Background: an optimization exercise with open tools, aiming at a short achievable clock period and few clock cycles. Do not read the settings as production practice.
Only simulation tests tie the RTL to the original design; equivalence was not proved.
Power and IR drop assume default switching activity.

--- design/flow/config.mk ---
export PLATFORM = sky130hd
export DESIGN_NAME = processor
export DESIGN_NICKNAME = processor
export VERILOG_FILES = /design/flow/design.v
export SDC_FILE = /design/flow/constraint.sdc
export NUM_CORES = 4
export LEC_CHECK = 0
export CAP_MARGIN = 20
export CORE_MARGIN = 2
export CORE_UTILIZATION = 40
export PLACE_DENSITY = 0.6
export SETUP_SLACK_MARGIN = 4.0
export SLEW_MARGIN = 20
export TNS_END_PERCENT = 100
--- design/flow/constraint.sdc ---
create_clock -name core_clock -period 5.8 [get_ports {clock}]
set_input_delay 1.1600 -clock core_clock [delete_from_list [all_inputs] [get_ports {clock}]]
set_output_delay 1.1600 -clock core_clock [all_outputs]
set_load 0.01 [all_outputs]
--- design/flow/design.v ---
`timescale 1ns/1ps
`default_nettype none
package isa_pkg;
    localparam int xlen = 32;
    typedef logic [4:0]      reg_idx_t;
    typedef logic [xlen-1:0] word_t;
    typedef logic [4:0]      shamt_t;
    typedef enum logic [4:0] {
        op_rtype = 5'b00000,
        op_j     = 5'b00001,
        op_bne   = 5'b00010,
        op_addi  = 5'b00101,
        op_blt   = 5'b00110,
        op_sw    = 5'b00111,
        op_lw    = 5'b01000
    } opcode_t;
    typedef enum logic [4:0] {
        alu_add = 5'b00000,
        alu_sub = 5'b00001,
        alu_and = 5'b00010,
        alu_or  = 5'b00011,
        alu_sll = 5'b00100,
        alu_sra = 5'b00101
    } alu_op_t;
    localparam int op_hi    = 31;
    localparam int op_lo    = 27;
    localparam int rd_hi    = 26;
    localparam int rd_lo    = 22;
    localparam int rs_hi    = 21;
    localparam int rs_lo    = 17;
    localparam int rt_hi    = 16;
    localparam int rt_lo    = 12;
    localparam int shamt_hi = 11;
    localparam int shamt_lo = 7;
    localparam int aluop_hi = 6;
    localparam int aluop_lo = 2;
    localparam int imm_hi   = 16;
    localparam int imm_lo   = 0;
    localparam int imm_w    = 17;
    localparam int jt_w     = 27;    
endpackage
`default_nettype wire
`timescale 1ns/1ps
`default_nettype none
package pipe_pkg;
    typedef struct packed {
        logic    reg_write;
        logic    mem_read;
        logic    mem_write;
        logic    use_imm;        
        logic    is_branch_ne;
        logic    is_branch_lt;
        logic    is_jump;
        logic [4:0] alu_op;
    } ctrl_t;
    typedef struct packed {
        logic [31:0]insn;
        logic [31:0]pc_plus1;
    } fd_t;
    typedef struct packed {
        ctrl_t            ctrl;
        logic [4:0]        rd;
        logic [4:0]        rs;
        logic [4:0]        rt;            
        logic [4:0]          shamt;
        logic [31:0]           imm;
        logic [26:0]  jump_target;
        logic [31:0]           pc_plus1;
        logic [31:0]           op_a;
        logic [31:0]           op_b;
    } dx_t;
    typedef struct packed {
        ctrl_t    ctrl;
        logic [4:0]rd;
        logic [31:0]   alu_result;
        logic [31:0]   store_data;
    } xm_t;
    typedef struct packed {
        logic     reg_write;
        logic     mem_read;
        logic [4:0]rd;
        logic [31:0]   alu_result;
        logic [31:0]   load_data;
    } mw_t;
    typedef enum logic [1:0] {
        fwd_none = 2'b00,
        fwd_xm   = 2'b01,
        fwd_mw   = 2'b10
    } fwd_sel_t;
endpackage
`default_nettype wire
`timescale 1ns/1ps
`default_nettype none
module pc_counter #(
    parameter logic [31:0] reset_pc = '0
) (
    input  wire   clock,
    input  wire   rst,
    input  wire   stall,
    input  wire   redirect,
    input  isa_pkg::word_t redirect_pc,
    output isa_pkg::word_t pc,
    output isa_pkg::word_t pc_next_seq
);
    assign pc_next_seq = pc + isa_pkg::word_t'(1);    
    always_ff @(posedge clock) begin
        if (rst) begin
            pc <= reset_pc;
        end else if (redirect) begin
            pc <= redirect_pc;       
        end else if (!stall) begin
            pc <= pc_next_seq;
        end
    end
endmodule
`default_nettype wire
`timescale 1ns/1ps
`default_nettype none
module pipe_reg #(
    parameter int width = 1
) (
    input  wire      clock,
    input  wire      rst,
    input  wire      hold,
    input  wire      bubble,
    input  wire [width-1:0] d,
    output logic [width-1:0] q
);
    always_ff @(posedge clock) begin
        if (rst || bubble) begin
            q <= '0;
        end else if (!hold) begin
            q <= d;
        end
    end
endmodule
`default_nettype wire
`timescale 1ns/1ps
`default_nettype none
module decode_stage (
    input  pipe_pkg::fd_t      fd,
    output isa_pkg::reg_idx_t ctrl_read_reg_a,
    output isa_pkg::reg_idx_t ctrl_read_reg_b,
    input  isa_pkg::word_t    data_read_reg_a,
    input  isa_pkg::word_t    data_read_reg_b,
    output pipe_pkg::dx_t      dx
);
    isa_pkg::opcode_t opcode;
    pipe_pkg::ctrl_t   ctrl;
    logic    reads_rd;
    assign opcode   = isa_pkg::opcode_t'(fd.insn[isa_pkg::op_hi:isa_pkg::op_lo]);
    assign reads_rd = (opcode == isa_pkg::op_sw) || (opcode == isa_pkg::op_bne) || (opcode == isa_pkg::op_blt);
    assign ctrl_read_reg_a = fd.insn[isa_pkg::rs_hi:isa_pkg::rs_lo];
    assign ctrl_read_reg_b = reads_rd ? fd.insn[isa_pkg::rd_hi:isa_pkg::rd_lo] : fd.insn[isa_pkg::rt_hi:isa_pkg::rt_lo];
    always_comb begin
        ctrl = '0;
        case (opcode)
            isa_pkg::op_rtype: begin
                ctrl.reg_write = 1'b1;
                ctrl.alu_op    = isa_pkg::alu_op_t'(fd.insn[isa_pkg::aluop_hi:isa_pkg::aluop_lo]);
            end
            isa_pkg::op_addi: begin
                ctrl.reg_write = 1'b1;
                ctrl.use_imm   = 1'b1;
            end
            isa_pkg::op_lw: begin
                ctrl.reg_write = 1'b1;
                ctrl.mem_read  = 1'b1;
                ctrl.use_imm   = 1'b1;
            end
            isa_pkg::op_sw: begin
                ctrl.mem_write = 1'b1;
                ctrl.use_imm   = 1'b1;   
            end
            isa_pkg::op_bne:  ctrl.is_branch_ne = 1'b1;
            isa_pkg::op_blt:  ctrl.is_branch_lt = 1'b1;
            isa_pkg::op_j:    ctrl.is_jump      = 1'b1;
            default: ctrl = '0;          
        endcase
    end
    always_comb begin
        dx             = '0;
        dx.ctrl        = ctrl;
        dx.rd          = fd.insn[isa_pkg::rd_hi:isa_pkg::rd_lo];
        dx.rs          = ctrl_read_reg_a;
        dx.rt          = ctrl_read_reg_b;
        dx.shamt       = fd.insn[isa_pkg::shamt_hi:isa_pkg::shamt_lo];
        dx.imm         = {{(isa_pkg::xlen-isa_pkg::imm_w){fd.insn[isa_pkg::imm_hi]}}, fd.insn[isa_pkg::imm_hi:isa_pkg::imm_lo]};
        dx.jump_target = fd.insn[isa_pkg::jt_w-1:0];
        dx.pc_plus1    = fd.pc_plus1;
        dx.op_a        = data_read_reg_a;
        dx.op_b        = data_read_reg_b;
    end
endmodule
`default_nettype wire
`timescale 1ns/1ps
`default_nettype none
module ks_add #(
    parameter int W = 32
) (
    input  wire [W-1:0] a,
    input  wire [W-1:0] b,
    input  wire         cin,
    output wire [W-1:0] sum,
    output wire         cout
);
    localparam int L = 5;       
    logic [W-1:0] g [0:L];
    logic [W-1:0] p [0:L];
    logic [W-1:0] hp;
    assign hp = a ^ b;
    always_comb begin
        g[0] = a & b;
        p[0] = hp;
        g[0][0] = (a[0] & b[0]) | (hp[0] & cin);
        for (int l = 0; l < L; l++) begin
            for (int i = 0; i < W; i++) begin
                if (i >= (1 << l)) begin
                    g[l+1][i] = g[l][i] | (p[l][i] & g[l][i - (1 << l)]);
                    p[l+1][i] = p[l][i] & p[l][i - (1 << l)];
                end else begin
                    g[l+1][i] = g[l][i];
                    p[l+1][i] = p[l][i];
                end
            end
        end
    end
    assign sum  = hp ^ {g[L][W-2:0], cin};
    assign cout = g[L][W-1];
endmodule
module slt32 (
    input  wire [31:0] a,
    input  wire [31:0] b,
    output wire        lt
);
    logic [31:0] l [0:5];
    logic [31:0] e [0:5];
    always_comb begin
        l[0] = ~a & b;
        l[0][31] = a[31] & ~b[31];
        e[0] = ~(a ^ b);
        for (int k = 0; k < 5; k++) begin
            for (int i = 0; i < 32; i++) begin
                l[k+1][i] = 1'b0;
                e[k+1][i] = 1'b0;
            end
            for (int i = 0; i < (32 >> (k + 1)); i++) begin
                l[k+1][i] = l[k][2*i+1] | (e[k][2*i+1] & l[k][2*i]);
                e[k+1][i] = e[k][2*i+1] & e[k][2*i];
            end
        end
    end
    assign lt = l[5][0];
endmodule
`default_nettype wire
`timescale 1ns/1ps
`default_nettype none
module execute_stage (
    input  pipe_pkg::dx_t      dx,
    input  pipe_pkg::fwd_sel_t fwd_a,
    input  pipe_pkg::fwd_sel_t fwd_b,
    input  isa_pkg::word_t    xm_result,
    input  isa_pkg::word_t    mw_result,
    output pipe_pkg::xm_t      xm,
    output logic     redirect,
    output isa_pkg::word_t    redirect_pc
);
    isa_pkg::word_t src_a;
    isa_pkg::word_t src_b;
    isa_pkg::word_t alu_a;
    isa_pkg::word_t alu_b;
    isa_pkg::word_t alu_result;
    logic  is_branch;
    logic  not_equal;
    logic  less_than;
    logic  branch_taken;
    function automatic isa_pkg::word_t fwd_mux(input pipe_pkg::fwd_sel_t sel, input isa_pkg::word_t reg_val,
                                      input isa_pkg::word_t xm_val, input isa_pkg::word_t mw_val);
        case (sel)
            pipe_pkg::fwd_xm:  fwd_mux = xm_val;
            pipe_pkg::fwd_mw:  fwd_mux = mw_val;
            default: fwd_mux = reg_val;
        endcase
    endfunction
    assign src_a = fwd_mux(fwd_a, dx.op_a, xm_result, mw_result);    
    assign src_b = fwd_mux(fwd_b, dx.op_b, xm_result, mw_result);    
    assign is_branch = dx.ctrl.is_branch_ne || dx.ctrl.is_branch_lt;
    always_comb begin
        if (is_branch) begin
            alu_a = src_b;
            alu_b = src_a;
        end else begin
            alu_a = src_a;
            alu_b = dx.ctrl.use_imm ? dx.imm : src_b;
        end
    end
    alu u_alu (
        .op        (dx.ctrl.alu_op),
        .a         (alu_a),
        .b         (alu_b),
        .shamt     (dx.shamt),
        .result    (alu_result),
        .not_equal (not_equal),
        .less_than (less_than)
    );
    assign branch_taken = (dx.ctrl.is_branch_ne && not_equal) ||
                          (dx.ctrl.is_branch_lt && less_than);
    assign redirect     = branch_taken || dx.ctrl.is_jump;
    always_comb begin
        if (dx.ctrl.is_jump) begin
            redirect_pc = {{(isa_pkg::xlen-isa_pkg::jt_w){1'b0}}, dx.jump_target};
        end else begin
            redirect_pc = dx.pc_plus1 + dx.imm;      
        end
    end
    always_comb begin
        xm            = '0;
        xm.ctrl       = dx.ctrl;
        xm.rd         = dx.rd;
        xm.alu_result = alu_result;
        xm.store_data = src_b;       
    end
endmodule
`default_nettype wire
`timescale 1ns/1ps
`default_nettype none
module hazard_unit (
    input  isa_pkg::word_t    fd_insn,
    input  pipe_pkg::dx_t      dx,
    input  pipe_pkg::xm_t      xm,
    input  pipe_pkg::mw_t      mw,
    input  wire      redirect,
    output pipe_pkg::fwd_sel_t fwd_a,
    output pipe_pkg::fwd_sel_t fwd_b,
    output logic     stall,
    output logic     flush
);
    isa_pkg::opcode_t  fd_op;
    isa_pkg::reg_idx_t fd_rs;
    isa_pkg::reg_idx_t fd_src_b;
    logic     fd_uses_rs;
    logic     fd_uses_b;
    logic     fd_reads_rd;
    logic     xm_writes;
    logic     mw_writes;
    assign xm_writes = xm.ctrl.reg_write && !xm.ctrl.mem_read && (xm.rd != '0);
    assign mw_writes = mw.reg_write && (mw.rd != '0);
    always_comb begin
        if (xm_writes && (xm.rd == dx.rs)) begin
            fwd_a = pipe_pkg::fwd_xm;
        end else if (mw_writes && (mw.rd == dx.rs)) begin
            fwd_a = pipe_pkg::fwd_mw;
        end else begin
            fwd_a = pipe_pkg::fwd_none;
        end
    end
    always_comb begin
        if (xm_writes && (xm.rd == dx.rt)) begin
            fwd_b = pipe_pkg::fwd_xm;
        end else if (mw_writes && (mw.rd == dx.rt)) begin
            fwd_b = pipe_pkg::fwd_mw;
        end else begin
            fwd_b = pipe_pkg::fwd_none;
        end
    end
    assign fd_op       = isa_pkg::opcode_t'(fd_insn[isa_pkg::op_hi:isa_pkg::op_lo]);
    assign fd_rs       = fd_insn[isa_pkg::rs_hi:isa_pkg::rs_lo];
    assign fd_reads_rd = (fd_op == isa_pkg::op_sw) || (fd_op == isa_pkg::op_bne) || (fd_op == isa_pkg::op_blt);
    assign fd_src_b    = fd_reads_rd ? fd_insn[isa_pkg::rd_hi:isa_pkg::rd_lo] : fd_insn[isa_pkg::rt_hi:isa_pkg::rt_lo];
    assign fd_uses_rs  = (fd_op != isa_pkg::op_j);
    assign fd_uses_b   = fd_reads_rd || (fd_op == isa_pkg::op_rtype);
    assign stall = dx.ctrl.mem_read && (dx.rd != '0) &&
                   ((fd_uses_rs && (fd_rs == dx.rd)) ||
                    (fd_uses_b && (fd_src_b == dx.rd)));
    assign flush = redirect;
endmodule
`default_nettype wire
`timescale 1ns/1ps
`default_nettype none
module processor #(
    parameter logic [31:0] reset_pc = '0
) (
    input  wire      clock,
    input  wire      rst,
    output isa_pkg::word_t    address_imem,
    input  isa_pkg::word_t    q_imem,
    output isa_pkg::word_t    address_dmem,
    output isa_pkg::word_t    data,
    output logic     wren,
    input  isa_pkg::word_t    q_dmem,
    output logic     ctrl_write_enable,
    output isa_pkg::reg_idx_t ctrl_write_reg,
    output isa_pkg::reg_idx_t ctrl_read_reg_a,
    output isa_pkg::reg_idx_t ctrl_read_reg_b,
    output isa_pkg::word_t    data_write_reg,
    input  isa_pkg::word_t    data_read_reg_a,
    input  isa_pkg::word_t    data_read_reg_b
);
    logic [31:0] pc;
    logic [31:0] pc_plus1;
    logic [4:0]  f_op;
    logic [4:0]  f_rd, f_rs, f_rt, f_aop;
    logic        f_is_r, f_is_addi, f_is_lw, f_is_sw, f_is_bne, f_is_blt, f_is_jump;
    logic        f_is_branch;
    logic        f_reads_rd;
    logic [4:0]  f_rb;
    logic        f_we;
    logic [9:0]  f_tgt_lo;
    logic [22:0] f_tgt_hi;
    logic [31:0] f_target;
    logic [31:0] f_next;
    assign address_imem = pc;
    function automatic logic [31:0] inc32(input logic [31:0] v);
        logic [31:0] c;
        c[0] = 1'b1;
        for (int i = 1; i < 32; i++) c[i] = c[i-1] & v[i-1];
        inc32 = v ^ c;
    endfunction
    function automatic logic [22:0] inc23(input logic [22:0] v);
        logic [22:0] c;
        c[0] = 1'b1;
        for (int i = 1; i < 23; i++) c[i] = c[i-1] & v[i-1];
        inc23 = v ^ c;
    endfunction
    function automatic logic [22:0] dec23(input logic [22:0] v);
        logic [22:0] c;
        c[0] = 1'b1;
        for (int i = 1; i < 23; i++) c[i] = c[i-1] & ~v[i-1];
        dec23 = v ^ c;
    endfunction
    assign pc_plus1 = inc32(pc);
    assign f_op  = q_imem[31:27];
    assign f_rd  = q_imem[26:22];
    assign f_rs  = q_imem[21:17];
    assign f_rt  = q_imem[16:12];
    assign f_aop = q_imem[6:2];
    assign f_is_r      = (f_op == isa_pkg::op_rtype);
    assign f_is_addi   = (f_op == isa_pkg::op_addi);
    assign f_is_lw     = (f_op == isa_pkg::op_lw);
    assign f_is_sw     = (f_op == isa_pkg::op_sw);
    assign f_is_bne    = (f_op == isa_pkg::op_bne);
    assign f_is_blt    = (f_op == isa_pkg::op_blt);
    assign f_is_jump   = (f_op == isa_pkg::op_j);
    assign f_is_branch = f_is_bne || f_is_blt;
    assign f_reads_rd  = f_is_sw || f_is_branch;
    assign f_rb        = f_reads_rd ? f_rd : f_rt;
    assign f_we        = (f_is_r || f_is_addi || f_is_lw) && (f_rd != 5'd0);
    logic        f_short;
    logic [22:0] pc_hi_inc, pc_hi_dec;
    assign f_short   = (q_imem[16:8] == {9{q_imem[8]}});
    assign pc_hi_inc = inc23(pc[31:9]);
    assign pc_hi_dec = dec23(pc[31:9]);
    ks_add #(.W(9)) u_tgt (
        .a (pc[8:0]), .b (q_imem[8:0]), .cin (1'b1), .sum (f_tgt_lo[8:0]), .cout (f_tgt_lo[9])
    );
    always_comb begin
        case ({q_imem[8], f_tgt_lo[9]})
            2'b01:   f_tgt_hi = pc_hi_inc;
            2'b10:   f_tgt_hi = pc_hi_dec;
            default: f_tgt_hi = pc[31:9];
        endcase
    end
    assign f_target = {f_tgt_hi, f_tgt_lo[8:0]};
    localparam int BHT_BITS = 4;
    logic [1:0]          bht [0:(1 << BHT_BITS) - 1];
    logic [BHT_BITS-1:0] f_bidx;
    logic                f_early_ok;     
    logic                f_early_ne;     
    logic                f_pred_taken;
    assign f_bidx = pc[BHT_BITS-1:0];
    always_comb begin
        if (f_is_jump)         f_next = {5'b0, q_imem[26:0]};
        else if (f_pred_taken) f_next = f_target;
        else                   f_next = pc_plus1;
    end
    logic        x_valid;
    logic        x_live;         
    logic        r_redirect;     
    logic [31:0] r_alt;          
    logic [4:0]  x_rd;
    logic [4:0]  x_rs;
    logic [4:0]  x_rb;
    logic [4:0]  x_shamt;
    logic [31:0] x_imm;
    logic        x_we_d;         
    logic        x_use_imm;      
    logic        x_sub;
    logic        x_sel_sum, x_sel_and, x_sel_or, x_sel_sll, x_sel_sra;
    logic        x_lw_d, x_sw_d, x_bne_d, x_blt_d;
    logic        x_addi_we;      
    logic        x_pred;         
    logic [31:0] x_pc1;          
    logic [31:0] x_target;       
    logic [BHT_BITS-1:0] x_bidx;
    logic        x_bne_pt, x_bne_pn, x_blt_pt, x_blt_pn;    
    logic        x_fa_alu, x_fa_ld, x_fb_alu, x_fb_ld;
    assign ctrl_read_reg_a = x_rs;
    assign ctrl_read_reg_b = x_rb;
    logic        m_we;
    logic        m_load;
    logic        m_store;
    logic [4:0]  m_rd;
    logic [31:0] m_result;
    logic [31:0] m_data;
    logic        w_we;
    logic [4:0]  w_rd;
    logic [31:0] w_val;
    logic [31:0] src_a, src_b;
    logic [31:0] addend, sum, shl, sra, x_result;
    assign src_a = x_fa_alu ? m_result : x_fa_ld ? q_dmem : data_read_reg_a;
    assign src_b = x_fb_alu ? m_result : x_fb_ld ? q_dmem : data_read_reg_b;
    assign addend = x_use_imm ? x_imm : (src_b ^ {32{x_sub}});
    ks_add #(.W(32)) u_add (
        .a (src_a), .b (addend), .cin (x_sub), .sum (sum), .cout ()
    );
    assign shl    = src_a << x_shamt;
    assign sra    = isa_pkg::word_t'($signed(src_a) >>> x_shamt);
    assign x_result = ({32{x_sel_sum}} & sum) |
                      ({32{x_sel_and}} & (src_a & src_b)) |
                      ({32{x_sel_or}}  & (src_a | src_b)) |
                      ({32{x_sel_sll}} & shl) |
                      ({32{x_sel_sra}} & sra);
    logic x_ne, x_lt, x_mispredict, x_we;
    assign x_ne = (src_b != src_a);
    slt32 u_lt (.a (src_b), .b (src_a), .lt (x_lt));
    logic x_taken;
    assign x_taken      = (x_bne_d && x_ne) || (x_blt_d && x_lt);
    assign x_mispredict = x_live && ((x_bne_pt && !x_ne) || (x_bne_pn && x_ne) ||
                                      (x_blt_pt && !x_lt) || (x_blt_pn && x_lt));
    assign f_early_ok = f_is_bne && x_live && x_addi_we && !x_fa_alu && !x_fa_ld &&
                        (((f_rd == x_rd) && (f_rs == 5'd0)) || ((f_rs == x_rd) && (f_rd == 5'd0)));
    assign f_early_ne = |((data_read_reg_a ^ x_imm) ^ {(data_read_reg_a[30:0] | x_imm[30:0]), 1'b0});
    assign f_pred_taken = f_is_branch && f_short && (f_early_ok ? f_early_ne : bht[f_bidx][1]);
    ks_add #(.W(32)) u_xtgt (
        .a (x_pc1), .b (x_imm), .cin (1'b0), .sum (x_target), .cout ()
    );
    assign x_we   = x_live && x_we_d;
    assign x_live = x_valid && !r_redirect;
    always_ff @(posedge clock) begin
        if (rst) begin
            pc      <= reset_pc;
            x_valid <= 1'b0;
        end else if (r_redirect) begin
            pc      <= r_alt;
            x_valid <= 1'b0;
        end else begin
            pc      <= f_next;
            x_valid <= 1'b1;
        end
    end
    always_ff @(posedge clock) begin
        x_rd      <= f_rd;
        x_rs      <= f_rs;
        x_rb      <= f_rb;
        x_shamt   <= q_imem[11:7];
        x_imm     <= {{15{q_imem[16]}}, q_imem[16:0]};
        x_addi_we <= f_is_addi && (f_rd != 5'd0);
        x_pred    <= f_pred_taken;
        x_pc1     <= pc_plus1;
        x_bidx    <= f_bidx;
        x_bne_pt  <= f_is_bne &&  f_pred_taken;
        x_bne_pn  <= f_is_bne && !f_pred_taken;
        x_blt_pt  <= f_is_blt &&  f_pred_taken;
        x_blt_pn  <= f_is_blt && !f_pred_taken;
        x_we_d    <= f_we;
        x_use_imm <= f_is_addi || f_is_lw || f_is_sw;
        x_sub     <= f_is_r && (f_aop == isa_pkg::alu_sub);
        x_sel_sum <= f_is_addi || f_is_lw || f_is_sw ||
                     (f_is_r && ((f_aop == isa_pkg::alu_add) || (f_aop == isa_pkg::alu_sub)));
        x_sel_and <= f_is_r && (f_aop == isa_pkg::alu_and);
        x_sel_or  <= f_is_r && (f_aop == isa_pkg::alu_or);
        x_sel_sll <= f_is_r && (f_aop == isa_pkg::alu_sll);
        x_sel_sra <= f_is_r && (f_aop == isa_pkg::alu_sra);
        x_lw_d    <= f_is_lw;
        x_sw_d    <= f_is_sw;
        x_bne_d   <= f_is_bne;
        x_blt_d   <= f_is_blt;
        x_fa_alu  <= x_we && !x_lw_d && (x_rd == f_rs);
        x_fa_ld   <= x_we &&  x_lw_d && (x_rd == f_rs);
        x_fb_alu  <= x_we && !x_lw_d && (x_rd == f_rb);
        x_fb_ld   <= x_we &&  x_lw_d && (x_rd == f_rb);
    end
    logic [1:0]          x_bctr;
    logic                m_bvalid;
    logic [1:0]          m_bctr_inc, m_bctr_dec;
    logic                m_btaken;
    logic [BHT_BITS-1:0] m_bidx;
    assign x_bctr = bht[x_bidx];
    always_ff @(posedge clock) begin
        if (rst) m_bvalid <= 1'b0;
        else     m_bvalid <= x_live && (x_bne_d || x_blt_d);
        m_btaken   <= x_taken;
        m_bidx     <= x_bidx;
        m_bctr_inc <= (x_bctr == 2'b11) ? 2'b11 : x_bctr + 2'd1;
        m_bctr_dec <= (x_bctr == 2'b00) ? 2'b00 : x_bctr - 2'd1;
    end
    always_ff @(posedge clock) begin
        if (rst) begin
            for (int i = 0; i < (1 << BHT_BITS); i++) bht[i] <= 2'b10;
        end else if (m_bvalid) begin
            bht[m_bidx] <= m_btaken ? m_bctr_inc : m_bctr_dec;
        end
    end
    always_ff @(posedge clock) begin
        if (rst) r_redirect <= 1'b0;
        else     r_redirect <= x_mispredict;
        r_alt <= x_pred ? x_pc1 : x_target;
    end
    always_ff @(posedge clock) begin
        if (rst) begin
            m_we    <= 1'b0;
            m_load  <= 1'b0;
            m_store <= 1'b0;
            w_we    <= 1'b0;
        end else begin
            m_we    <= x_we;
            m_load  <= x_live && x_lw_d;
            m_store <= x_live && x_sw_d;
            w_we    <= m_we;
        end
    end
    always_ff @(posedge clock) begin
        m_rd     <= x_rd;
        m_result <= x_result;
        m_data   <= src_b;
        w_rd     <= m_rd;
        w_val    <= m_load ? q_dmem : m_result;
    end
    assign address_dmem      = m_result;
    assign data              = m_data;
    assign wren              = m_store;
    assign ctrl_write_enable = w_we;
    assign ctrl_write_reg    = w_rd;
    assign data_write_reg    = w_val;
endmodule
`default_nettype wire
--- design/flow/flow/run.sh ---
#!/bin/bash
# Standard layout with two changes to synthesis: no adder-cell mapping step
# (ADDER_MAP_FILE empty), and ABC maps with flow/speed.abc, a depth-oriented
# script, so that the prefix adders in the RTL keep their short depth.
# Ports are buffered with buf_4 cells (the placer's default pick was a delay
# buffer, which the footprint-matched resizing could not replace).
set -euo pipefail
HERE=$(pwd)
cat flow/abc_override.tcl synth_recipe.tcl > my_synth.tcl
sed "s#SYNTH_SCRIPT=[^ ]*#SYNTH_SCRIPT=$HERE/my_synth.tcl#" standard.sh > my_standard.sh
export MY_ABC_SCRIPT=$HERE/flow/speed.abc
export ADDER_MAP_FILE=
export BUFFER_PORTS_ARGS="-buffer_cell sky130_fd_sc_hd__buf_4"
bash my_standard.sh > orfs_make.log 2>&1
--- design/flow/flow/abc_override.tcl ---
# Technology mapping with our own ABC script (flow/speed.abc) instead of the
# platform's; everything else in synthesis is the standard script's.
proc abc {args} {
  set i [lsearch -exact $args -script]
  if { $i >= 0 } { lset args [expr { $i + 1 }] $::env(MY_ABC_SCRIPT) }
  puts "abc with our script: $args"
  yosys abc {*}$args
}
--- design/flow/flow/speed.abc ---
strash
&get -n
&st
&if -g
&st
&syn2
&if -g
&st
&put
dch -f
map {D}
buffer -c
upsize -c {D}
dnsize -c {D}
stime -p
--- design/flow/standard.sh ---
#!/bin/bash
# synth_recipe.tcl (not shown) runs the flow's synth.tcl, then flattens the netlist and writes it again
# the make line also repeats each setting of config.mk as NAME=value (left out here)
make -C /OpenROAD-flow-scripts/flow DESIGN_CONFIG=/design/flow/config.mk WORK_HOME=/design/flow/orfs CLKGATE_MAP_FILE= SYNTH_SCRIPT=/design/flow/synth_recipe.tcl "${@:-finish}"
==> flow_metrics.tcl, run 1 <==
set metrics [dict create \
    core_area_mm2 0.06171 \
    die_w_um 253.7 \
    htree_levels 2 \
    worstPathArrival_ns 3.56 \
    crit_chain "buf_8 > inv_8 > o211ai_4 > o21a_4 > buf_4 > o21ai_4 > nand2_2 > nand3_1 > nor3_2 > o211ai_1 > nand3_1 > nand2_1 > nand3_1 > nand2_1" \
    die_area_mm2 0.06439 \
    grt_first_pass_wirelength_mm 208.3 \
    synthFlopType "dfxtp_1" \
    hpwl_mm 101.2 \
    cp_max_fo 6 \
    syn_inst 3961 \
    power_density_mw_per_mm2 187.7 \
    tritoncts "yes" \
    fin_area_mm2 0.03959 \
    synth_area_mm2 0.02495 \
    ys_ff_latch 308 \
    die_h_um 253.7 \
    yosysWarnings 10 \
    drive_above_1_share_pct 40.97 \
    mostFrequentLayoutCells "nand2_1 (817), buf_4 (435), nor2_1 (286)" \
    power.leakage_nw 16.14 \
    hold_path.class "reg -> reg" \
    rsz0062_at_grt "yes" \
    peakVddDrop_mv 0.1669 \
    area_delta_synth_final_pct 58.70 \
    slew_viol_final 0 \
    io_buffers 274 \
    clock_sinks 308 \
    path_buf_inv 3 \
    io_pins 275 \
    dr_total_vias 34542 \
    placed_area_mm2 0.02839 \
    wl_per_cell_um 27.68 \
    skew_ns 0.02340 \
    seqCellArea_mm2 0.006904 \
    crit_type "in -> reg" \
    yosysTopAreaCellShare_pct 22.15 \
    syn-num-nets 4091 \
    worstPathRequired_ns 6.28 \
    cpPeakStageDelay_ns 0.48 \
    post-route-period-util_pct 53.14 \
    totalPowerFinal_mw 7.432 \
    cp_slowest_cell "o211ai_4" \
    gp_congestion 1.046 \
    status "no timing/DRC/antenna violations" \
    dr.pass1.iters 7 \
    yosys.cell_types.count 87 \
    track_usage_pct 43.78 \
    yosysTopAreaCell "dfxtp_1" \
    drtIter0Drc 4097 \
    final_common_cell "nand2_1" \
    end_kind "flip-flop" \
    grt_antenna_before_repair 9 \
    finalSetupViolCount 0 \
    nNetsFinal 4714 \
    numCtsBuffers 39 \
    fin_hold_ws_ns 0.3267 \
    synth-edff-count 32 \
    vias_per_cell 6.331 \
    crit_family "compound AO/OA/AOI/OAI gates" \
    grt_max_degree 58 \
    wl_mm 151.0 \
    finalNonFillerCells 5456 \
    period_needed_ns 3.082 \
    relSlewSlack_pct 38.11 \
    clock.fmax_mhz 324.5 \
    place_inst 4922 \
    ys_seq_area_share_pct 26.00 \
    antenna_left 0 \
    post_synth.cell_area_avg_um2 6.299 \
    clock-root-buffer "clkbuf_16" \
    grt_pass1_vias 31755 \
    clk_latency_ns 0.60 \
    start_util_pct 40.43 \
    start_kind "primary input" \
    multi_input_area_mm2 0.02106 \
    worst_slew_pin_slew_ns 0.9270 \
    clock_path_buffers 3 \
    holdBufCountCts 0 \
    finalHoldViolCount 0 \
    grt-ovfl-total 0 \
    n_fill_cell 5491 \
    rows 91 \
    clk_pin_slew_ns 0.06 \
    async_flop_share_pct 0 \
    tns_ns 0 \
    synth.area.top_cells "dfxtp_1 (22%), nand2_1 (14%), nand3_1 (7.3%), o21ai_0 (6.2%), nor2_1 (5.6%)" \
    drcViolationCount 0 \
    max_cap_viol_count 0 \
    cpMostUsedCell "nand3_1" \
]
==> kinds of logic (layout without fill, tap and decap cells) <==
logic type | after synthesis | after routing | synth area share [%]
muxes | 22 | 22 | 0.9228
buffers and inverters | 502 | 1145 | 8.556
other | 0 | 6 | 0
AOI/OAI and AO/OA | 1087 | 1090 | 27.36
xor gates and xnor gates | 71 | 71 | 2.492
and+or+nand+nor | 1971 | 1977 | 34.67
DFF | 308 | 308 | 26.00
==> synthesized netlist by cell type (all sizes together) (50+ instances only) <==
master,number
nand3,370
o211ai,98
buf,114
a21oi,268
nor2,388
nand4,126
o21a,58
o21ai,383
nor3,50
a31oi,69
inv,310
nand2,970
dfxtp,276
clkbuf,73
==> where the power goes <==
| group | switching, mW | leakage (nW) | internal (mW) |
|---|---|---|---|
| Sequential | 0.119 | 2.62 | 2.24 |
| Combinational | 1.47 | 12.8 | 0.910 |
| Clock | 1.09 | 0.671 | 1.61 |
| Total | 2.68 | 16.1 | 4.76 |
==> worst paths after layout <==
path                      start  slack (ns)  depth (start not counted)            to
min reg2reg             m_rd[4]        0.33                          0       w_rd[4]
max reg2reg             x_fa_ld        2.77                         13  m_result[25]
min                     m_rd[4]        0.33                          0       w_rd[4]
max          data_read_reg_a[8]        2.72                         14  m_result[25]
==> through the flow <==
| step | setup WS [ns] | util, % |
|---|---|---|
| floorplan | 2.904 | - |
| global placement | 1.506 | 46.01 |
| detailed placement | 1.457 | 46.01 |
| CTS | 3.067 | 59.71 |
| global route | 2.657 | 64.15 |
| finish | 2.718 | 64.16 |
==> state kept, by name, summed over array words and instances, names as in the netlist, 17 cells and up <==
name	cells
r_alt	32
bht	32
pc	32
x_imm	17
w_val	32
x_pc1	32
m_data	32
m_result	32
==> per-layer routing <==
layer | vias to the layer above | global-route usage (%) | routed length [µm]
met4 | 6 | 37.36 | 16380
met5 | - | 0 | 39
met1 | 16102 | 50.22 | 52080
met2 | 2429 | 68.23 | 64930
li1 | 15191 | - | -
met3 | 814 | 11.07 | 17610
==> area by class of cell <==
class	instances	share of cell area [%]
Timing Repair Buffer	756	19.30
Sequential cell	308	17.44
Clock inverter	17	0.6573
Clock buffer	53	2.860
Timing Repair inverter	4	0.08848
Antenna cell	6	0.03792
Inverter	315	3.792
Multi-Input combinational cell	3160	53.19
Tap cell	837	2.645
==> repair_timing <==
item                                   in CTS  in global routing
buffers inserted                          311                116
setup endpoints to repair                 309                318
resized for setup                        1130                390
cloned                                     24                  7
endpoints found under the hold margin       0                  0
pin swaps                                 265                257
Testbench counts, summed over its fixed seeds: cycles 158,071.
==> inputs of run 2 (changes only) <==
==> design/flow/flow/speed.abc (replaced) <==
strash
&get -n
&st
&if -g
&st
&put
balance
dch -f
map {D}
buffer -c
upsize -c {D}
dnsize -c {D}
stime -p
==> run 2 against run 1 <==
  * Still clean on timing, DRC and antenna
  * Clock-buffer cell count is 6 lower
  * Total power fell by 0.17%
  * Clock power hardly changed
  * Core utilization fell by 1.7 points
  * Via count increased by 4.2%
  * Combinational power barely moved
  * Critical path depth shrank 2
  * Global-route usage rose by 1.4 points
  * Routed wire length rose by 4.7%
  * Hold slack lost 0.0013 ns
  * Largest cell class unchanged
==> flow_metrics.tcl, run 2 <==
set metrics [dict create \
    ys_seq_area_share_pct 25.24 \
    highest_layer "met5" \
    hpwl_mm 109.8 \
    rrSetupSlack_ns 2.91 \
    clk_latency_ns 0.61 \
    setup_slack_ns 2.912 \
    wl_mm 158.1 \
    syn_inst 4162 \
    die_w_um 257.5 \
    swShare_pct 36.55 \
    track_usage_pct 45.20 \
    skew_ns 0.04899 \
    gp_congestion 1.069 \
    grt_antenna_before_repair 8 \
    relSlewSlack_pct 24.29 \
    rsz0062_at_grt "yes" \
    totalPowerFinal_mw 7.419 \
    power_switching_mw 2.712 \
    mostFrequentLayoutCells "nand2_1 (842), buf_4 (396), nand3_1 (321)" \
    tritoncts "yes" \
    nNetsFinal 4838 \
    core_area_mm2 0.06331 \
    clockPowerShare_pct 36.0 \
    final_common_cell "nand2_1" \
    min_path_cells 0 \
    dr_wl_met2_mm 63.76 \
    cp_max_fo 7 \
    clock-root-buffer "clkbuf_16" \
    place_inst 5108 \
    grt_first_pass_wirelength_mm 223.2 \
    finalNonFillerCells 5591 \
    area_delta_synth_final_pct 53.91 \
    io_pins 275 \
    clock_path_buffers 3 \
    yosysTopAreaCell "dfxtp_1" \
    synth-edff-count 32 \
    yosysWarnings 10 \
    grt_pass1_vias 32984 \
    place_ws_ns 1.750 \
    grt_max_degree 75 \
    synthTopCellsByCount "nand2_1 (968), nor2_1 (388), nand3_1 (376)" \
    wl_per_cell_um 28.28 \
    die_area_mm2 0.06628 \
    dr_total_vias 36003 \
    peakVddDrop_mv 0.2157 \
    clock_sinks 308 \
    p_int_mw 4.707 \
    yosys.cell_types.count 78 \
    finalSetupViolCount 0 \
    reg2regPathDepth 12 \
    post_synth.cell_area_avg_um2 6.174 \
    yosysTopAreaCellShare_pct 21.50 \
    grt-ovfl-total 0 \
    power_frac_comb_pct 32.1 \
    start_util_pct 40.58 \
    syn-num-nets 4292 \
    rows 92 \
    antenna_left 0 \
    drive_above_1_share_pct 37.58 \
    post-route-period-util_pct 49.80 \
    dr.pass1.iters 6 \
    drcViolationCount 0 \
    finalHoldViolCount 0 \
    clk_pin_slew_ns 0.06 \
    worstPathRequired_ns 6.26 \
    start_kind "flip-flop" \
    async_flop_share_pct 0 \
    slew_viol_final 0 \
    io_buffers 274 \
    power.leakage_nw 16.02 \
    max_cap_viol_count 0 \
    ys_ff_latch 308 \
    htree_levels 2 \
    yosysMostFrequentCell "nand2_1" \
    numCtsBuffers 39 \
    worst_slew_pin_slew_ns 1.134 \
    drtIter0Drc 5023 \
    synthFlopType "dfxtp_1" \
    clock.fmax_mhz 346.2 \
    crit_type "reg -> reg" \
    period_needed_ns 2.888 \
    worst_r2r_endpoint "r_redirect" \
    die_h_um 257.5 \
    status "no timing/DRC/antenna violations" \
    power_density_mw_per_mm2 187.6 \
    hold_path.class "reg -> reg" \
    vias_per_cell 6.439 \
    worstPathArrival_ns 3.35 \
    tns_ns 0 \
    hold_start "m_rd[2]" \
    min_to "w_rd[2]" \
    end_kind "flip-flop" \
    dr_wl_met3_mm 21.57 \
    r2r_start "x_fb_ld" \
    synth_area_mm2 0.02569 \
    synth.area.top_cells "dfxtp_1 (22%), nand2_1 (14%), nand3_1 (7.3%), o21ai_0 (6.8%), a21oi_1 (6.6%)" \
    seq_power_share_pct 31.9 \
    route.layer.met1.wl_mm 57.30 \
]
==> run 2: cell count changes in the layout (fill, tap and decap cells not counted), sizes merged, moves of 17 or more <==
cell | before | now
a21oi | 268 | 340
inv | 299 | 357
o211ai | 98 | 122
o21a | 58 | 75
o21ai | 385 | 415
buf | 741 | 682
==> run 2: logic make-up (layout without fill, tap and decap cells) <==
group | Yosys count | after routing | share of synthesized area (%)
flops | 308 | 308 | 25.24
buf+inv | 569 | 1134 | 9.130
mux | 8 | 8 | 0.3165
compound gates | 1245 | 1245 | 30.15
xor+xnor | 57 | 57 | 1.943
simple gates | 1975 | 1987 | 33.22
other cells | 0 | 6 | 0
==> run 2: worst max-delay path by stage <==
| stage | start | to | slack (ns) | cells past startpoint |
|---|---|---|---|---|
| after floorplan | q_imem[17] | pc[20] | 3.04 | 10 |
| after global placement | data_read_reg_a[1] | pc[30] | 1.81 | 11 |
| after detailed placement | q_imem[23] | pc[30] | 1.75 | 11 |
| after CTS | x_sub | m_result[24] | 3.08 | 14 |
| after global routing | x_fb_ld | r_redirect | 2.86 | 13 |
| final | x_fb_ld | r_redirect | 2.91 | 12 |
==> run 2: power by group through the flow <==
stage	clock network, mW	logic (mW)	registers (mW)
after global placement	0	1.69	2.42
after detailed placement	0	1.67	2.42
after global routing	2.77	2.49	2.37
after floorplan	0	1.04	2.38
final	2.67	2.38	2.37
after CTS	2.68	2.15	2.36
==> run 2: metal layers <==
metal	up-vias	global-route usage, %
met3	736	13.95
li1	15721	-
met1	16686	56.14
met4	4	34.51
met5	-	0
met2	2856	65.02
==> run 2: critical path: stages (launching register included) <==
cell and delay (ns):
dfxtp_4 0.48, buf_12 0.15, clkinvlp_4 0.14, buf_12 0.18
nand2_1 0.10, a31oi_4 0.16, nand2_1 0.16, o211a_1 0.16
nand4_1 0.19, nor3_4 0.38, nand4_1 0.32, a21oi_2 0.22
a31oi_1 0.09
==> run 2: layout make-up <==
| type | instances | area, µm² |
|---|---|---|
| repair buffers | 697 | 7214 |
| well taps | 846 | 1059 |
| inverters | 362 | 1575 |
| clock inverters | 25 | 309.0 |
| flip-flops and latches | 308 | 6902 |
| multi-input cells | 3297 | 21360 |
| repair inverters | 3 | 26.28 |
| fillers | 5693 | 23770 |
| diodes | 6 | 15.01 |
| clock buffers | 47 | 1089 |
==> run 2: what timing repair did <==
action                      CTS  global route
setup buffers               294            73
cloned                       31             7
pin swaps                   227           159
resized for setup          1146           329
setup endpoints to repair   349           302
hold buffers                  0             0
==> run 2: through the flow <==
stage          cell area [µm²]  utilization [%]  hold WS [ns]
3_3_place_gp             28920            45.68        0.3107
2_1_floorplan            26590                -        0.3096
5_1_grt                  39540            62.45        0.3274
3_5_place_dp             28920            45.68        0.3121
6_report                 39550            62.46        0.3253
4_1_cts                  37550            59.31        0.3224
==> inputs of run 3 (changes only) <==
==> design/flow/flow/speed.abc (replaced) <==
strash
&get -n
&st
&if -g
&st
&put
dch -f
map {D}
buffer -c
upsize -c {D}
dnsize -c {D}
stime -p
--- a/design/flow/config.mk
+++ b/design/flow/config.mk
@@ -7,8 +7,8 @@
 export LEC_CHECK = 0
 export CAP_MARGIN = 20
 export CORE_MARGIN = 2
-export CORE_UTILIZATION = 40
-export PLACE_DENSITY = 0.6
+export CORE_UTILIZATION = 30
+export PLACE_DENSITY = 0.5
 export SETUP_SLACK_MARGIN = 4.0
 export SLEW_MARGIN = 20
 export TNS_END_PERCENT = 100
==> run 3 against run 2 <==
  * Cell count rose by 10%
  * Critical path depth is 2 higher
  * Clock power is 6% higher
  * Largest cell class unchanged
  * Critical endpoint is now m_result[31]
  * Highest routed layer unchanged
  * Setup slack lost 0.095 ns
  * Sequential power about the same
  * Die area is 37% higher
  * Total power up 4.6%
  * Synthesized area is 3.3% higher
  * Hold slack about the same
  * Clock-buffer cell count grew 14
  * Core utilization shrank 13 points
  * Maximum frequency shrank 3.2%
==> flow_metrics.tcl, run 3 <==
set metrics [dict create \
    grt_max_degree 65 \
    dr_total_vias 37757 \
    period_needed_ns 2.984 \
    clock_path_buffers 3 \
    async_flop_share_pct 0 \
    rows 109 \
    hpwl_mm 117.1 \
    synth-edff-count 32 \
    die_h_um 301.5 \
    multi_input_area_mm2 0.02299 \
    die_area_mm2 0.09090 \
    grt_antenna_before_repair 9 \
    clock.fmax_mhz 335.2 \
    yosys.cell_types.count 78 \
    seq_power_share_pct 30.5 \
    clk_pin_slew_ns 0.05 \
    nNetsFinal 5106 \
    power.leakage_nw 17.58 \
    slew_viol_final 0 \
    seqCellArea_mm2 0.006905 \
    synth_area_mm2 0.02655 \
    area_delta_synth_final_pct 62.64 \
    reg2regPathDepth 12 \
    start_kind "primary input" \
    syn_inst 4313 \
    hold_path.class "reg -> reg" \
    finalHoldViolCount 0 \
    min_path_cells 0 \
    die_w_um 301.5 \
    ys_ff_latch 308 \
    skew_ns 0.04835 \
    max_cap_viol_count 0 \
    mostFrequentLayoutCells "nand2_1 (856), buf_4 (476), nand3_1 (357)" \
    track_usage_pct 35.92 \
    fin_hold_ws_ns 0.3255 \
    yosysWarnings 10 \
    io_pins 275 \
    drtIter0Drc 4622 \
    htree_levels 2 \
    rsz0062_at_grt "yes" \
    n_fill_cell 8784 \
    final_common_cell "nand2_1" \
    clk_latency_ns 0.64 \
    dr.pass1.iters 9 \
    grt-ovfl-total 0 \
    utilization_pct 49.01 \
    clock_sinks 308 \
    power_density_mw_per_mm2 179.7 \
    drcViolationCount 0 \
    end_kind "flip-flop" \
    post-route-period-util_pct 51.44 \
    ys_seq_area_share_pct 24.43 \
    vias_per_cell 6.112 \
    power_frac_comb_pct 33.2 \
    tritoncts "yes" \
    wl_per_cell_um 28.04 \
    numCtsBuffers 43 \
    yosysTopAreaCell "dfxtp_1" \
    grt_pass1_vias 34575 \
    worstPathRequired_ns 6.26 \
    status "no timing/DRC/antenna violations" \
    start_util_pct 30.14 \
    tns_ns 0 \
    drive_above_1_share_pct 39.77 \
    synthTopCellsByCount "nand2_1 (1032), nand3_1 (444), nor2_1 (395)" \
    antenna_left 0 \
    core_area_mm2 0.08810 \
    wl_mm 173.2 \
    post_synth.cell_area_avg_um2 6.156 \
    syn-num-nets 4443 \
    crit_type "in -> reg" \
    worst_slew_pin_slew_ns 1.194 \
    gp_congestion 1.014 \
    clock-root-buffer "clkbuf_16" \
    cp_max_fo 4 \
    grt_first_pass_wirelength_mm 241.0 \
    synthFlopType "dfxtp_1" \
    finalSetupViolCount 0 \
    peakVddDrop_mv 0.2102 \
    yosysTopAreaCellShare_pct 20.81 \
    worstPathArrival_ns 3.44 \
    power_switching_mw 2.882 \
    p_int_mw 4.878 \
    relSlewSlack_pct 19.71 \
    clockPowerShare_pct 36.4 \
    holdBufCountCts 0 \
    yosysMostFrequentCell "nand2_1" \
    swShare_pct 37.14 \
    synth.area.top_cells "dfxtp_1 (21%), nand2_1 (15%), nand3_1 (8.4%), o21ai_0 (5.8%), a21oi_1 (5.6%)" \
    io_buffers 274 \
]
run 3: changes by cell type after synthesis, sizes merged, moves of 8 or more:
cell	previous run	this run
nand3	383	449
o211ai	122	182
nand2	976	1035
o21ai	415	356
a21oi	340	305
nand4	125	154
a22oi	24	49
o21a	75	95
xor2	45	28
buf	104	119
o221ai	19	6
clkbuf	103	95
o2111a	0	8
run 3: cell families (layout without fill, tap and decap cells):
family,Yosys count,in the layout,synth area share (%)
compound gates,1236,1236,29.78
xor+xnor,45,45,1.484
other cells,0,4,0
flops,308,308,24.43
buf+inv,577,1264,9.034
simple gates,2140,2149,35.00
mux,7,7,0.2639
run 3: per-stage QoR:
stage	worst slack (ns)	area [µm²]	total power [mW]	instances
global placement	1.402	30030	4.136	5579
detailed placement	1.325	30050	4.129	5579
global route	2.785	43170	7.998	6175
finish	2.816	43180	7.760	6178
CTS	3.066	40250	7.490	6037
floorplan	3.001	27250	3.438	4313
run 3: critical path: stages:
cell and delay (ns):
buf_8 0.11, clkinvlp_4 0.13, o211ai_1 0.10, buf_4 0.16, o211ai_1 0.26, inv_1 0.17
nand2_2 0.11, nand4_1 0.11, buf_6 0.15, nor3_4 0.35, a21o_4 0.23, nand4_1 0.11
nand4_1 0.15, nand3_2 0.14
run 3: layout make-up:
| class | count | area share (%) |
|---|---|---|
| repair inverters | 6 | 0.1565 |
| well taps | 1165 | 3.376 |
| inverters | 363 | 3.813 |
| repair buffers | 817 | 19.99 |
| diodes | 4 | 0.02318 |
| flip-flops and latches | 308 | 15.99 |
| clock inverters | 17 | 0.5129 |
| clock buffers | 61 | 2.906 |
| multi-input cells | 3437 | 53.23 |
run 3: timing repair:
action | 4_1_cts | 5_1_grt
endpoints found under the setup margin | 363 | 335
endpoints found under the hold margin | 0 | 0
buffers inserted | 339 | 130
gates resized for setup | 1320 | 431
pin swaps | 334 | 268
cloned | 41 | 7
run 3: path summary, 6_finish.rpt:
| check | slack, ns | endpoint | from |
|---|---|---|---|
| setup / recovery | 2.82 | m_result[31] | data_read_reg_a[6] |
| hold / removal | 0.33 | w_rd[0] | m_rd[0] |
| hold reg to reg | 0.33 | w_rd[0] | m_rd[0] |
| setup reg to reg | 2.87 | m_result[31] | x_fa_alu |
run 3: routing by layer:
layer  up-vias  wire length, µm  global-route usage, %
li1      16624                -                      -
met1     17893            66800                  45.81
met2      2557            71690                  53.60
met3       671            20770                  10.14
met4        12            13880                  21.56
met5         -               84                      0
run 3: power by group through the flow:
| stage | registers [mW] | logic (mW) | clock network, mW |
|---|---|---|---|
| finish | 2.36 | 2.57 | 2.82 |
| floorplan | 2.38 | 1.06 | 0 |
| detailed placement | 2.41 | 1.72 | 0 |
| global route | 2.37 | 2.70 | 2.93 |
| CTS | 2.36 | 2.27 | 2.86 |
| global placement | 2.41 | 1.72 | 0 |
==> inputs of run 4 (changes only) <==
--- a/design/flow/config.mk
+++ b/design/flow/config.mk
@@ -7,8 +7,8 @@
 export LEC_CHECK = 0
 export CAP_MARGIN = 20
 export CORE_MARGIN = 2
-export CORE_UTILIZATION = 30
-export PLACE_DENSITY = 0.5
+export CORE_UTILIZATION = 45
+export PLACE_DENSITY = 0.68
 export SETUP_SLACK_MARGIN = 4.0
 export SLEW_MARGIN = 20
 export TNS_END_PERCENT = 100
==> run 4 against run 3 <==
  * Final area shrank 6.4%
  * Combinational power shrank 4%
  * Setup slack gained 0.054 ns
  * Via count grew 1.3%
  * Sequential share of layout area grew 1.0 points
  * Register-to-register slack is essentially flat
  * Critical endpoint is now pc[13]
  * Maximum frequency grew 1.8%
  * Global-route usage grew 12 points
  * Synthesized area is the same
  * Still clean on timing, DRC and antenna
  * Clock skew shrank 0.0015 ns
  * Critical path depth shrank 2
  * Highest routed layer unchanged
  * Sequential cell count is the same
==> flow_metrics.tcl, run 4 <==
set metrics [dict create \
    synth.area.top_cells "dfxtp_1 (21%), nand2_1 (15%), nand3_1 (8.4%), o21ai_0 (5.8%), a21oi_1 (5.6%)" \
    tritoncts "yes" \
    totalPowerFinal_mw 7.459 \
    peakVddDrop_mv 0.2284 \
    period_needed_ns 2.930 \
    dr.pass1.iters 12 \
    min_path_cells 0 \
    finalHoldViolCount 0 \
    gp_congestion 1.052 \
    end_kind "flip-flop" \
    grt_pass1_vias 33587 \
    cpPeakStageDelay_ns 0.39 \
    grt_first_pass_wirelength_mm 218.2 \
    htree_levels 2 \
    hold_start "m_rd[4]" \
    wl_mm 159.3 \
    power_density_mw_per_mm2 184.6 \
    slew_viol_final 0 \
    async_flop_share_pct 0 \
    synth_top_family_by_area "simple AND/OR/NAND/NOR gates" \
    relSlewSlack_pct 24.36 \
    crit_chain "buf_4 > clkinv_1 > nand2_1 > nor3_4 > nand4_1 > buf_4 > nor2_4 > nor2_4 > buf_12 > nand3_4 > o21a_1 > a21oi_1" \
    clk_latency_ns 0.61 \
    post_synth.cell_area_avg_um2 6.156 \
    synth-compound-area-share_pct 29.78 \
    numCtsBuffers 38 \
    synth_fa_ha_area_share_pct 0 \
    drcViolationCount 0 \
    skew_ns 0.04683 \
    multi_input_area_mm2 0.02204 \
    place_ws_ns 1.344 \
    post-route-period-util_pct 50.52 \
    start_kind "flip-flop" \
    cp_num_cells 12 \
    yosysWarnings 10 \
    tns_ns 0 \
    finalSetupViolCount 0 \
    status "no timing/DRC/antenna violations" \
    io_pins 275 \
    syn-num-nets 4443 \
    drive_above_1_share_pct 36.71 \
    grt-ovfl-total 0 \
    grt_antenna_before_repair 1 \
    area_delta_synth_final_pct 52.19 \
    io_buffers 274 \
    rows 89 \
    reg2regPathDepth 12 \
    clk_pin_slew_ns 0.06 \
    synthSimpleGateAreaFrac_pct 35.00 \
    track_usage_pct 48.02 \
    antenna_left 0 \
    worst_r2r_endpoint "pc[13]" \
    seqCellArea_mm2 0.006880 \
    crit_type "reg -> reg" \
    synth-edff-count 32 \
    worst_slew_pin_slew_ns 1.125 \
    start_util_pct 45.24 \
    clock_sinks 308 \
    core_area_mm2 0.05869 \
    yosys.cell_types.count 78 \
    worstPathRequired_ns 6.32 \
    n_fill_cell 4898 \
    clock-root-buffer "clkbuf_16" \
    yosysTopAreaCell "dfxtp_1" \
    die_h_um 246.9 \
    cp_slowest_cell "buf_4" \
    cp_max_fo 27 \
    worstPathArrival_ns 3.45 \
    nNetsFinal 5039 \
    clock.fmax_mhz 341.3 \
    synthFlopType "dfxtp_1" \
    crit_family "buffers and inverters" \
    die_area_mm2 0.06096 \
    rsz0062_at_grt "yes" \
    syn_inst 4313 \
    r2r_start "r_redirect" \
    ys_ff_latch 308 \
    min_to "w_rd[4]" \
    drtIter0Drc 5848 \
    synth_area_mm2 0.02655 \
    power.leakage_nw 16.63 \
    ys_seq_area_share_pct 24.43 \
    die_w_um 246.9 \
    vias_per_cell 6.692 \
    yosysMostFrequentCell "nand2_1" \
    synthXorXnorAreaFrac_pct 1.484 \
    hpwl_mm 106.1 \
    mostFrequentLayoutCells "nand2_1 (896), buf_4 (473), nand3_1 (369)" \
    yosysTopAreaCellShare_pct 20.81 \
    path_buf_inv 4 \
    rrSetupSlack_ns 2.87 \
    max_cap_viol_count 0 \
    clock_path_buffers 3 \
    hold_path.class "reg -> reg" \
    synthTopCellsByCount "nand2_1 (1032), nand3_1 (444), nor2_1 (395)" \
    setup_slack_ns 2.870 \
    fin_hold_ws_ns 0.3292 \
    dr_total_vias 38238 \
    synth_mux_area_share_pct 0.2639 \
    final_common_cell "nand2_1" \
    grt_max_degree 83 \
    wl_per_cell_um 27.88 \
]
run 4: cell counts after synthesis:
Identical to the previous run, type by type.
run 4: worst max path at each step:
stage                from           end  slack [ns]
3_5_place_dp   q_imem[17]        pc[10]        1.34
5_1_grt          x_fb_alu  m_result[28]        2.82
2_1_floorplan  q_imem[31]        pc[27]        3.00
6_report       r_redirect        pc[13]        2.87
4_1_cts          x_fb_alu  m_result[27]        3.09
3_3_place_gp   q_imem[17]        pc[10]        1.50
run 4: final cells by class:
class                           instances  share of cell area, %
Sequential cell                       308                  17.03
Clock buffer                           48                  2.521
Tap cell                              773                  2.394
Clock inverter                         22                 0.7462
Inverter                              363                  4.103
Antenna cell                            2                0.01239
Timing Repair inverter                  5                 0.1270
Timing Repair Buffer                  755                  18.54
Multi-Input combinational cell       3438                  54.53
run 4: cells by family (layout without fill, tap and decap cells):
family	Yosys count	count (layout)
compound gates	1236	1237
simple gates	2140	2149
other cells	0	2
mux	7	7
buf+inv	577	1193
flops	308	308
xor+xnor	45	45
run 4: per-stage QoR:
stage | utilization [%] | std cells | cell area [µm²]
2_1_floorplan | - | 4313 | 27250
3_3_place_gp | 50.31 | 5188 | 29520
3_5_place_dp | 50.31 | 5188 | 29520
4_1_cts | 64.58 | 5598 | 37900
5_1_grt | 68.85 | 5712 | 40400
6_report | 68.85 | 5714 | 40410
run 4: where the power goes:
| group | internal [mW] | switching, mW |
|---|---|---|
| sequential | 2.25 | 0.118 |
| clock | 1.49 | 1.14 |
| combinational | 0.916 | 1.55 |
run 4: timing repair:
| action | 4_1_cts | 5_1_grt |
|---|---|---|
| setup buffers | 308 | 111 |
| gates resized for setup | 1099 | 406 |
| pin swaps | 244 | 221 |
| hold buffers | 0 | 0 |
| endpoints found under the setup margin | 347 | 347 |
| cloned | 32 | 3 |
run 4: layer usage:
metal,part of all wire [%],up-vias,wire (µm),GRT usage (%)
met5,0.023,-,37,0.3268
met4,9.6,2,15230,31.22
met3,15,961,23660,15.02
met2,39,3241,62930,69.09
met1,36,17551,57470,61.52
li1,-,16483,-,-
==> inputs of run 5 (changes only) <==
--- a/design/flow/design.v
+++ b/design/flow/design.v
@@ -487,7 +487,7 @@
     logic        x_sub;
     logic        x_sel_sum, x_sel_and, x_sel_or, x_sel_sll, x_sel_sra;
     logic        x_lw_d, x_sw_d, x_bne_d, x_blt_d;
-    logic        x_addi_we;      
+    logic        x_addi_rf;      
     logic        x_pred;         
     logic [31:0] x_pc1;          
     logic [31:0] x_target;       
@@ -527,8 +527,7 @@
     assign x_taken      = (x_bne_d && x_ne) || (x_blt_d && x_lt);
     assign x_mispredict = x_live && ((x_bne_pt && !x_ne) || (x_bne_pn && x_ne) ||
                                       (x_blt_pt && !x_lt) || (x_blt_pn && x_lt));
-    assign f_early_ok = f_is_bne && x_live && x_addi_we && !x_fa_alu && !x_fa_ld &&
-                        (((f_rd == x_rd) && (f_rs == 5'd0)) || ((f_rs == x_rd) && (f_rd == 5'd0)));
+    assign f_early_ok = f_is_bne && x_live && x_addi_rf && (f_rd == x_rd) && (f_rs == 5'd0);
     assign f_early_ne = |((data_read_reg_a ^ x_imm) ^ {(data_read_reg_a[30:0] | x_imm[30:0]), 1'b0});
     assign f_pred_taken = f_is_branch && f_short && (f_early_ok ? f_early_ne : bht[f_bidx][1]);
     ks_add #(.W(32)) u_xtgt (
@@ -554,7 +553,7 @@
         x_rb      <= f_rb;
         x_shamt   <= q_imem[11:7];
         x_imm     <= {{15{q_imem[16]}}, q_imem[16:0]};
-        x_addi_we <= f_is_addi && (f_rd != 5'd0);
+        x_addi_rf <= f_is_addi && (f_rd != 5'd0) && !(x_we && (x_rd == f_rs));
         x_pred    <= f_pred_taken;
         x_pc1     <= pc_plus1;
         x_bidx    <= f_bidx;
--- a/design/flow/config.mk
+++ b/design/flow/config.mk
@@ -7,8 +7,8 @@
 export LEC_CHECK = 0
 export CAP_MARGIN = 20
 export CORE_MARGIN = 2
-export CORE_UTILIZATION = 45
-export PLACE_DENSITY = 0.68
+export CORE_UTILIZATION = 40
+export PLACE_DENSITY = 0.6
 export SETUP_SLACK_MARGIN = 4.0
 export SLEW_MARGIN = 20
 export TNS_END_PERCENT = 100
==> run 5 against run 4 <==
  * Register-to-register slack worse by 1.0 ns
  * Largest cell class unchanged
  * Highest routed layer unchanged
  * Sequential power about the same
  * Critical path depth is the same
  * Routed wire length up 11%
  * Final area is 1.9% higher
  * Synthesized cell count decreased by 0.26%
  * Clock skew down 0.0019 ns
  * Combinational power grew 5%
  * Cell count rose by 1.9%
  * Setup slack worse by 1.0 ns
==> flow_metrics.tcl, run 5 <==
set metrics [dict create \
    status "no timing/DRC/antenna violations" \
    fin_hold_ws_ns 0.3255 \
    hpwl_mm 109.7 \
    totalPowerFinal_mw 7.637 \
    crit_chain "inv_16 > buf_6 > o211ai_1 > nand4_1 > buf_4 > nand2_1 > nand3_1 > o21bai_1 > a21oi_2 > a21oi_2 > o21bai_1 > a31oi_1" \
    post-route-period-util_pct 67.88 \
    worst_r2r_endpoint "r_redirect" \
    ys_seq_area_share_pct 24.35 \
    p_int_mw 4.714 \
    yosysTopAreaCell "dfxtp_1" \
    seqCellArea_mm2 0.006897 \
    finalSetupViolCount 0 \
    clock_path_buffers 3 \
    synthFlopType "dfxtp_1" \
    drtIter0Drc 6512 \
    numCtsBuffers 40 \
    reg2regPathDepth 12 \
    grt_first_pass_wirelength_mm 239.4 \
    clock_sinks 308 \
    crit_family "compound AO/OA/AOI/OAI gates" \
    io_pins 275 \
    fin_area_mm2 0.04117 \
    antenna_left 0 \
    finalHoldViolCount 0 \
    end_kind "flip-flop" \
    syn_inst 4302 \
    power_frac_comb_pct 34.0 \
    synthTopCellsByCount "nand2_1 (1044), nand3_1 (453), nor2_1 (401)" \
    placed_area_mm2 0.02953 \
    clk_pin_slew_ns 0.06 \
    yosysMostFrequentCell "nand2_1" \
    gp_congestion 1.066 \
    grt-ovfl-total 0 \
    wl_per_cell_um 30.41 \
    vias_per_cell 6.666 \
    cp_slowest_cell "o21bai_1" \
    n_fill_cell 5927 \
    die_w_um 262.0 \
    place_ws_ns 1.442 \
    area_delta_synth_final_pct 54.60 \
    htree_levels 2 \
    setup_slack_ns 1.863 \
    worstPathArrival_ns 4.52 \
    clk_latency_ns 0.68 \
    mostFrequentLayoutCells "nand2_1 (877), buf_4 (453), nand3_1 (377)" \
    utilization_pct 62.52 \
    yosysTopAreaCellShare_pct 20.75 \
    seq_power_share_pct 31.2 \
    relSlewSlack_pct 2.480 \
    worst_slew_pin_slew_ns 1.448 \
    drive_above_1_share_pct 37.62 \
    finalNonFillerCells 5825 \
    yosysWarnings 10 \
    synth-edff-count 32 \
    io_buffers 274 \
    multi_input_area_mm2 0.02213 \
    tritoncts "yes" \
    async_flop_share_pct 0 \
    place_inst 5270 \
    rrSetupSlack_ns 1.86 \
    power_switching_mw 2.923 \
    hold_path.class "reg -> reg" \
    start_util_pct 40.44 \
    nNetsFinal 5039 \
    cpPeakStageDelay_ns 1.17 \
    yosys.cell_types.count 86 \
    path_buf_inv 3 \
    min_path_cells 0 \
    hold_start "m_rd[3]" \
    rows 94 \
    clock.fmax_mhz 254.0 \
    die_h_um 262.0 \
    power_density_mw_per_mm2 185.5 \
    grt_antenna_before_repair 29 \
    rsz0062_at_grt "yes" \
    peakVddDrop_mv 0.2017 \
    final_common_cell "nand2_1" \
    dr.pass1.iters 13 \
    min_to "w_rd[3]" \
    dr_wl_met2_mm 69.37 \
    period_needed_ns 3.937 \
    core_area_mm2 0.06586 \
    post_synth.cell_area_avg_um2 6.191 \
    die_area_mm2 0.06866 \
    swShare_pct 38.28 \
    start_kind "flip-flop" \
    dr_wl_met3_mm 28.00 \
    syn-num-nets 4432 \
    dr_total_vias 38831 \
    track_usage_pct 47.97 \
    max_cap_viol_count 0 \
    drcViolationCount 0 \
    crit_type "reg -> reg" \
    slew_viol_final 0 \
    synth_area_mm2 0.02663 \
    holdBufCountCts 0 \
    synth.area.top_cells "dfxtp_1 (21%), nand2_1 (15%), nand3_1 (8.5%), nor2_1 (5.7%), o21ai_0 (5.3%)" \
    r2r_start "x_fa_alu" \
    grt_pass1_vias 34836 \
    route.layer.met1.wl_mm 57.50 \
    clockPowerShare_pct 34.9 \
    grt_max_degree 74 \
    tns_ns 0 \
    power.leakage_nw 16.88 \
    wl_mm 177.1 \
    skew_ns 0.04493 \
    highest_layer "met5" \
    clock-root-buffer "clkbuf_16" \
    ys_ff_latch 308 \
    worstPathRequired_ns 6.38 \
    cp_max_fo 8 \
]
[run 5: timing repair]
action                                  4_1_cts  5_1_grt
gates resized for setup                    1048      519
endpoints found under the setup margin      362      338
pin swaps                                   186      245
gates cloned                                 25       16
buffers inserted                            255      165
[run 5: routing by layer]
metal / up-vias / track usage (%)
met2: 3227 / 68.65
li1: 16491 / -
met5: - / 2.778
met4: 28 / 43.90
met3: 1356 / 24.63
met1: 17729 / 50.98
[run 5: cell type report]
class	instances	area share [%]
antenna	22	0.1337
clock buffer	51	2.653
clock inverter	21	0.5834
inverter	364	3.835
multi-input combinational	3419	53.74
sequential	308	16.75
tap	864	2.626
timing repair buffer	770	19.53
timing repair inverter	6	0.1459
[run 5: cells by family after synthesis]
| group | after synthesis | share of synthesized area [%] |
|---|---|---|
| buf+inv | 578 | 9.128 |
| flops | 308 | 24.35 |
| mux | 7 | 0.2631 |
| simple gates | 2167 | 35.38 |
| compound gates | 1197 | 29.36 |
| xor+xnor | 45 | 1.508 |
[run 5: power by group through the flow]
stage / clock network [mW] / registers [mW] / logic, mW
final: 2.66 / 2.38 / 2.59
after global placement: 0 / 2.41 / 1.71
after detailed placement: 0 / 2.41 / 1.71
after CTS: 2.63 / 2.36 / 2.12
after global routing: 2.76 / 2.38 / 2.70
after floorplan: 0 / 2.37 / 1.08
[run 5: worst max path at each step]
| stage | start | end | slack, ns | cells after the start |
|---|---|---|---|---|
| after floorplan | q_imem[20] | pc[25] | 2.90 | 10 |
| after CTS | x_fb_alu | m_result[28] | 3.04 | 13 |
| after detailed placement | q_imem[31] | pc[24] | 1.44 | 11 |
| after global placement | q_imem[31] | pc[24] | 1.53 | 11 |
| after global routing | x_fa_alu | r_redirect | 1.92 | 12 |
| final | x_fa_alu | r_redirect | 1.86 | 12 |
Testbench counts of run 5, summed over its fixed seeds: cycles 158,071.

## afterwards: timing with drivers on the ports
How much do the figures lean on ideal ports? The routed layouts below were timed once more, with nothing changed but the port constraints. Step 1: set_driving_cell puts a clkbuf_16 on clock and a buf_2 on each other input, an assumption about the parent block. Step 2 moves the port delays by t, midway between the first and last clock arrival at a register: inputs arrive t later, outputs are due t later. That takes back most of the time a late clock gives input paths. Slacks: ideal / step 1 / step 2; pairs: ideal / step 1.
run	t, ns	slack for setup (ns)	clock arrival spread, ns
run 1	0.657	2.718 / 2.708 / 2.051	0.024 / 0.024
run 2	0.652	2.912 / 2.912 / 2.307	0.049 / 0.050
run 3	0.682	2.816 / 2.844 / 2.162	0.049 / 0.049
run 4	0.659	2.870 / 2.870 / 2.254	0.059 / 0.060
run 5	0.714	1.863 / 1.863 / 1.332	0.045 / 0.045
After both steps every run listed still meets setup and hold. The setup slack of run 1, which loses most, moves by -0.010 ns with the drivers and by -0.667 ns with both steps.
